Source: an optimization exercise on an open RTL-to-GDS flow (aim: small area and a short achievable clock period). Production flows keep margins and buffers that such runs may drop.
Only simulation tests tie the RTL to the original design; equivalence was not proved.
Power is estimated from default activity; no workload was simulated.

==> inputs of run X <==
==> flow/design.v <==
package mem_pkg;
    localparam int WORD_W = 32;
    localparam int BE_W   = 4;
    localparam int MAX_AW = 64;
    function automatic logic addr_ok(
        input logic [MAX_AW-1:0] addr,
        input int unsigned       depth
    );
        logic [MAX_AW-1:0] idx;
        idx = addr >> 2;
        addr_ok = (addr[1:0] == 2'b00) && (idx < MAX_AW'(depth));
    endfunction
endpackage
module mem_array #(
    parameter int DEPTH = 64,
    parameter int IW    = 6
) (
    input  logic                       clk_i,
    input  logic [IW-1:0]              addr_i,
    input  logic                       we_i,
    input  logic [mem_pkg::BE_W-1:0]   be_i,
    input  logic [mem_pkg::WORD_W-1:0] wdata_i,
    output logic [mem_pkg::WORD_W-1:0] rdata_o
);
    logic [DEPTH-1:0][mem_pkg::WORD_W-1:0] mem;
    for (genvar w = 0; w < DEPTH; w++) begin : g_word
        for (genvar b = 0; b < mem_pkg::BE_W; b++) begin : g_byte
            always_ff @(posedge clk_i) begin
                if (we_i && be_i[b] && (addr_i == IW'(w))) begin
                    mem[w][8*b +: 8] <= wdata_i[8*b +: 8];
                end
            end
        end
    end
    assign rdata_o = mem[addr_i];
endmodule
module mem_responder #(
    parameter int DEPTH_WORDS = 64,
    parameter int WAIT_STATES = 2,
    parameter int ADDR_W      = 32
) (
    input  logic              clk,
    input  logic              reset,
    input  logic              req,
    input  logic              we,
    input  logic [ADDR_W-1:0] addr,
    input  logic [mem_pkg::WORD_W-1:0] wdata,
    input  logic [mem_pkg::BE_W-1:0]   be,
    output logic [mem_pkg::WORD_W-1:0] rdata,
    output logic              ready,
    output logic              err,
    output logic              busy
);
    localparam int IW = $clog2(DEPTH_WORDS);
    logic [mem_pkg::BE_W-1:0] be_w;
    assign be_w = be;
    logic                       busy_q, ready_q, err_q;
    logic [WAIT_STATES:1]       stage_q;     
    logic                       bad_q;       
    logic [mem_pkg::WORD_W-1:0] rdata_q;
    logic [mem_pkg::WORD_W-1:0] ram_rdata;
    logic                       acc, ok;
    assign acc = req && !busy_q;
    assign ok  = mem_pkg::addr_ok(mem_pkg::MAX_AW'(addr), DEPTH_WORDS);
    always_ff @(posedge clk or negedge reset) begin
        if (!reset) begin
            busy_q  <= 1'b0;
            stage_q <= '0;
            ready_q <= 1'b0;
            err_q   <= 1'b0;
        end else begin
            busy_q  <= acc || (|stage_q);
            stage_q <= {stage_q[WAIT_STATES-1:1], acc};
            ready_q <= stage_q[WAIT_STATES];
            err_q   <= stage_q[WAIT_STATES] && bad_q;
        end
    end
    always_ff @(posedge clk) begin
        if (!busy_q) begin
            bad_q   <= !ok;
            rdata_q <= ok ? ram_rdata : '0;
        end
    end
    mem_array #(
        .DEPTH (DEPTH_WORDS),
        .IW    (IW)
    ) u_array (
        .clk_i   (clk),
        .addr_i  (addr[IW+1:2]),
        .we_i    (reset && acc && we && ok),
        .be_i    (be_w),
        .wdata_i (wdata),
        .rdata_o (ram_rdata)
    );
    assign rdata = rdata_q;
    assign ready = ready_q;
    assign err   = err_q;
    assign busy  = busy_q;
endmodule
==> flow/run.sh <==
#!/bin/bash
# synth_recipe.tcl (not shown) runs the flow's synth.tcl, then flattens the netlist and writes it again
# the make line also repeats each setting of config.mk as NAME=value (left out here)
make -C /OpenROAD-flow-scripts/flow DESIGN_CONFIG=/design/flow/config.mk WORK_HOME=/design/flow/orfs CLKGATE_MAP_FILE= SYNTH_SCRIPT=/design/flow/synth_recipe.tcl finish
==> flow/config.mk <==
export PLATFORM = sky130hd
export DESIGN_NAME = mem_responder
export DESIGN_NICKNAME = mem_responder
export VERILOG_FILES = /design/flow/design.v
export SDC_FILE = /design/flow/constraint.sdc
export NUM_CORES = 4
export LEC_CHECK = 0
export CAP_MARGIN = 20
export CORE_MARGIN = 2
export CORE_UTILIZATION = 40
export SLEW_MARGIN = 20
==> flow/constraint.sdc <==
create_clock -name core_clock -period 5.0 [get_ports {clk}]
set_input_delay 1.0000 -clock core_clock [delete_from_list [all_inputs] [get_ports {clk}]]
set_output_delay 1.0000 -clock core_clock [all_outputs]
set_load 0.01 [all_outputs]
==> run P: changes against run X <==
==> flow/design.v, changed modules only <==
module mem_array #(
    parameter int DEPTH = 64,
    parameter int IW    = 6
) (
    input  logic                       clk_i,
    input  logic [DEPTH-1:0]           wsel_i,
    input  logic [mem_pkg::BE_W-1:0]   wbe_i,
    input  logic [DEPTH-1:0]           rsel_i,
    input  logic [mem_pkg::WORD_W-1:0] wdata_i,
    output logic [mem_pkg::WORD_W-1:0] rdata_o
);
    logic [DEPTH-1:0][mem_pkg::WORD_W-1:0] mem;
    for (genvar w = 0; w < DEPTH; w++) begin : g_word
        for (genvar b = 0; b < mem_pkg::BE_W; b++) begin : g_byte
            always_ff @(posedge clk_i) begin
                if (wbe_i[b] && wsel_i[w]) begin
                    mem[w][8*b +: 8] <= wdata_i[8*b +: 8];
                end
            end
        end
    end
    for (genvar i = 0; i < mem_pkg::WORD_W; i++) begin : g_col
        logic [DEPTH-1:0] col;
        for (genvar w = 0; w < DEPTH; w++) begin : g_bit
            assign col[w] = mem[w][i];
        end
        mem_rd_col u_col (
            .sel_i (rsel_i),
            .d_i   (col),
            .q_o   (rdata_o[i])
        );
    end
endmodule
module mem_rd_col (
    input  logic [63:0] sel_i,
    input  logic [63:0] d_i,
    output logic        q_o
);
    logic [21:0] t_n;    
    logic [5:0]  g;      
    logic [1:0]  h_n;
    for (genvar k = 0; k < 21; k++) begin : g_aoi
        mem_aoi222 u_aoi (
            .a0 (sel_i[3*k]),   .b0 (d_i[3*k]),
            .a1 (sel_i[3*k+1]), .b1 (d_i[3*k+1]),
            .a2 (sel_i[3*k+2]), .b2 (d_i[3*k+2]),
            .y  (t_n[k])
        );
    end
    mem_nand2 u_last (.a(sel_i[63]), .b(d_i[63]), .y(t_n[21]));
    for (genvar k = 0; k < 5; k++) begin : g_nd
        mem_nand4 u_nd (.a(t_n[4*k]), .b(t_n[4*k+1]), .c(t_n[4*k+2]), .d(t_n[4*k+3]), .y(g[k]));
    end
    mem_nand2 u_nd5 (.a(t_n[20]), .b(t_n[21]), .y(g[5]));
    mem_nor3 u_nr0 (.a(g[0]), .b(g[1]), .c(g[2]), .y(h_n[0]));
    mem_nor3 u_nr1 (.a(g[3]), .b(g[4]), .c(g[5]), .y(h_n[1]));
    mem_nand2 u_out (.a(h_n[0]), .b(h_n[1]), .y(q_o));
endmodule
module mem_aoi222 (
    input  logic a0, b0, a1, b1, a2, b2,
    output logic y
);
    assign y = !((a0 && b0) || (a1 && b1) || (a2 && b2));
endmodule
module mem_nand4 (
    input  logic a, b, c, d,
    output logic y
);
    assign y = !(a && b && c && d);
endmodule
module mem_nand2 (
    input  logic a, b,
    output logic y
);
    assign y = !(a && b);
endmodule
module mem_nor3 (
    input  logic a, b, c,
    output logic y
);
    assign y = !(a || b || c);
endmodule
module mem_responder #(
    parameter int DEPTH_WORDS = 64,
    parameter int WAIT_STATES = 2,
    parameter int ADDR_W      = 32
) (
    input  logic              clk,
    input  logic              reset,
    input  logic              req,
    input  logic              we,
    input  logic [ADDR_W-1:0] addr,
    input  logic [mem_pkg::WORD_W-1:0] wdata,
    input  logic [mem_pkg::BE_W-1:0]   be,
    output logic [mem_pkg::WORD_W-1:0] rdata,
    output logic              ready,
    output logic              err,
    output logic              busy
);
    localparam int IW = $clog2(DEPTH_WORDS);
    logic [mem_pkg::BE_W-1:0] be_w;
    assign be_w = be;
    logic                       busy_q, ready_q, err_q;
    logic [WAIT_STATES:1]       stage_q;     
    logic [7:0]                 hi_q, lo_q;  
    logic                       ok_q;
    logic [DEPTH_WORDS-1:0]     row;         
    logic [DEPTH_WORDS-1:0]     rsel_q;      
    logic [mem_pkg::BE_W-1:0]   wbe_q;       
    logic [mem_pkg::WORD_W-1:0] wdata_q;
    logic [mem_pkg::WORD_W-1:0] rdata_q;
    logic [mem_pkg::WORD_W-1:0] ram_rdata;
    logic                       acc, ok;
    assign acc = req && !busy_q;
    assign ok  = mem_pkg::addr_ok(mem_pkg::MAX_AW'(addr), DEPTH_WORDS);
    always_ff @(posedge clk or negedge reset) begin
        if (!reset) begin
            busy_q  <= 1'b0;
            stage_q <= '0;
            ready_q <= 1'b0;
            err_q   <= 1'b0;
        end else begin
            busy_q  <= acc || (|stage_q);
            stage_q <= {stage_q[WAIT_STATES-1:1], acc};
            ready_q <= stage_q[WAIT_STATES];
            err_q   <= stage_q[WAIT_STATES] && !ok_q;
        end
    end
    always_ff @(posedge clk) begin
        if (!busy_q) begin
            hi_q  <= 8'(1) << addr[7:5];
            lo_q  <= 8'(1) << addr[4:2];
            ok_q  <= ok;
        end
    end
    always_comb begin
        for (int w = 0; w < DEPTH_WORDS; w++) row[w] = hi_q[w/8] && lo_q[w%8];
    end
    always_ff @(posedge clk or negedge reset) begin
        if (!reset) begin
            wbe_q <= '0;
        end else begin
            wbe_q <= (acc && we && ok) ? be_w : '0;
        end
    end
    always_ff @(posedge clk) begin
        wdata_q <= wdata;
    end
    always_ff @(posedge clk) begin
        rsel_q  <= ok_q ? row : '0;
        rdata_q <= ram_rdata;
    end
    mem_array #(
        .DEPTH (DEPTH_WORDS),
        .IW    (IW)
    ) u_array (
        .clk_i   (clk),
        .wsel_i  (row),
        .wbe_i   (wbe_q),
        .wdata_i (wdata_q),
        .rsel_i  (rsel_q),
        .rdata_o (ram_rdata)
    );
    assign rdata = rdata_q;
    assign ready = ready_q;
    assign err   = err_q;
    assign busy  = busy_q;
endmodule
CORE_UTILIZATION = 68   (was 40)
CTS_BUF_LIST = sky130_fd_sc_hd__clkbuf_16   (was not set)
CTS_CLUSTER_DIAMETER = 100   (was not set)
CTS_CLUSTER_SIZE = 20   (was not set)
PLACE_DENSITY = 0.76   (was not set)
SETUP_SLACK_MARGIN = 3.0   (was not set)
SYNTH_HIERARCHICAL = 1   (was not set)
SYNTH_MINIMUM_KEEP_SIZE = 0   (was not set)
==> run summary <==
quantity	run X	run P
Core area	0.199 mm^2	0.112 mm^2
Count of warnings emitted by yosys	2	8
Multi-input combinational cell count	1566	1416
Relative contribution of combinational cells to total power	4.8%	13.4%
Proportion of power drawn by flip-flops and latches	53.8%	58.2%
Launch point of the worst path	addr[4]	rsel_q[21]$_SDFF_PN0_
Total Power	36.1 mW	35.6 mW
Net switching power of the design	7.72 mW	9.25 mW
Syn avg cell area	20.6 um^2	20.9 um^2
Final cell utilization of the core	46.2%	76.2%
Launching point of the worst reg2reg path	busy_q$_DFF_PN0_	rsel_q[21]$_SDFF_PN0_
Final critical delay including setup and external delays	3.55 ns	2.46 ns
P_int	28.4 mW	26.4 mW
Fraction of area in multi-input gates	17.8%	13.7%
Syn Std Cell Area	0.0802 mm^2	0.0766 mm^2
Highest Signal Layer	met5	met4
Total placed instance area	0.0857 mm^2	0.0801 mm^2
Run status	complete, no violations	complete, no violations

[static timing again, ports no longer ideal]
How much do the figures lean on ideal ports? The routed layouts below were timed once more, with nothing changed but the port constraints. Step 1 assumes that a clkbuf_16 drives the clock port and a buf_2 every other input. Step 2, shift: input delay + t, output delay - t, t = (earliest + latest rising clock arrival at the registers) / 2. This alone moves slack from input paths to output paths. Slacks: ideal / step 1 / step 2; pairs: ideal / step 1.
run	t (ns)	setup slack, ns	clock arrival spread, ns
run X	0.918	1.448 / 1.372 / 0.454	0.031 / 0.032
run P	0.818	2.542 / 2.542 / 2.464	0.043 / 0.043
After both steps every run listed still meets setup and hold. The setup slack of run X, which loses most, moves by -0.076 ns with the drivers and by -0.994 ns with both steps.
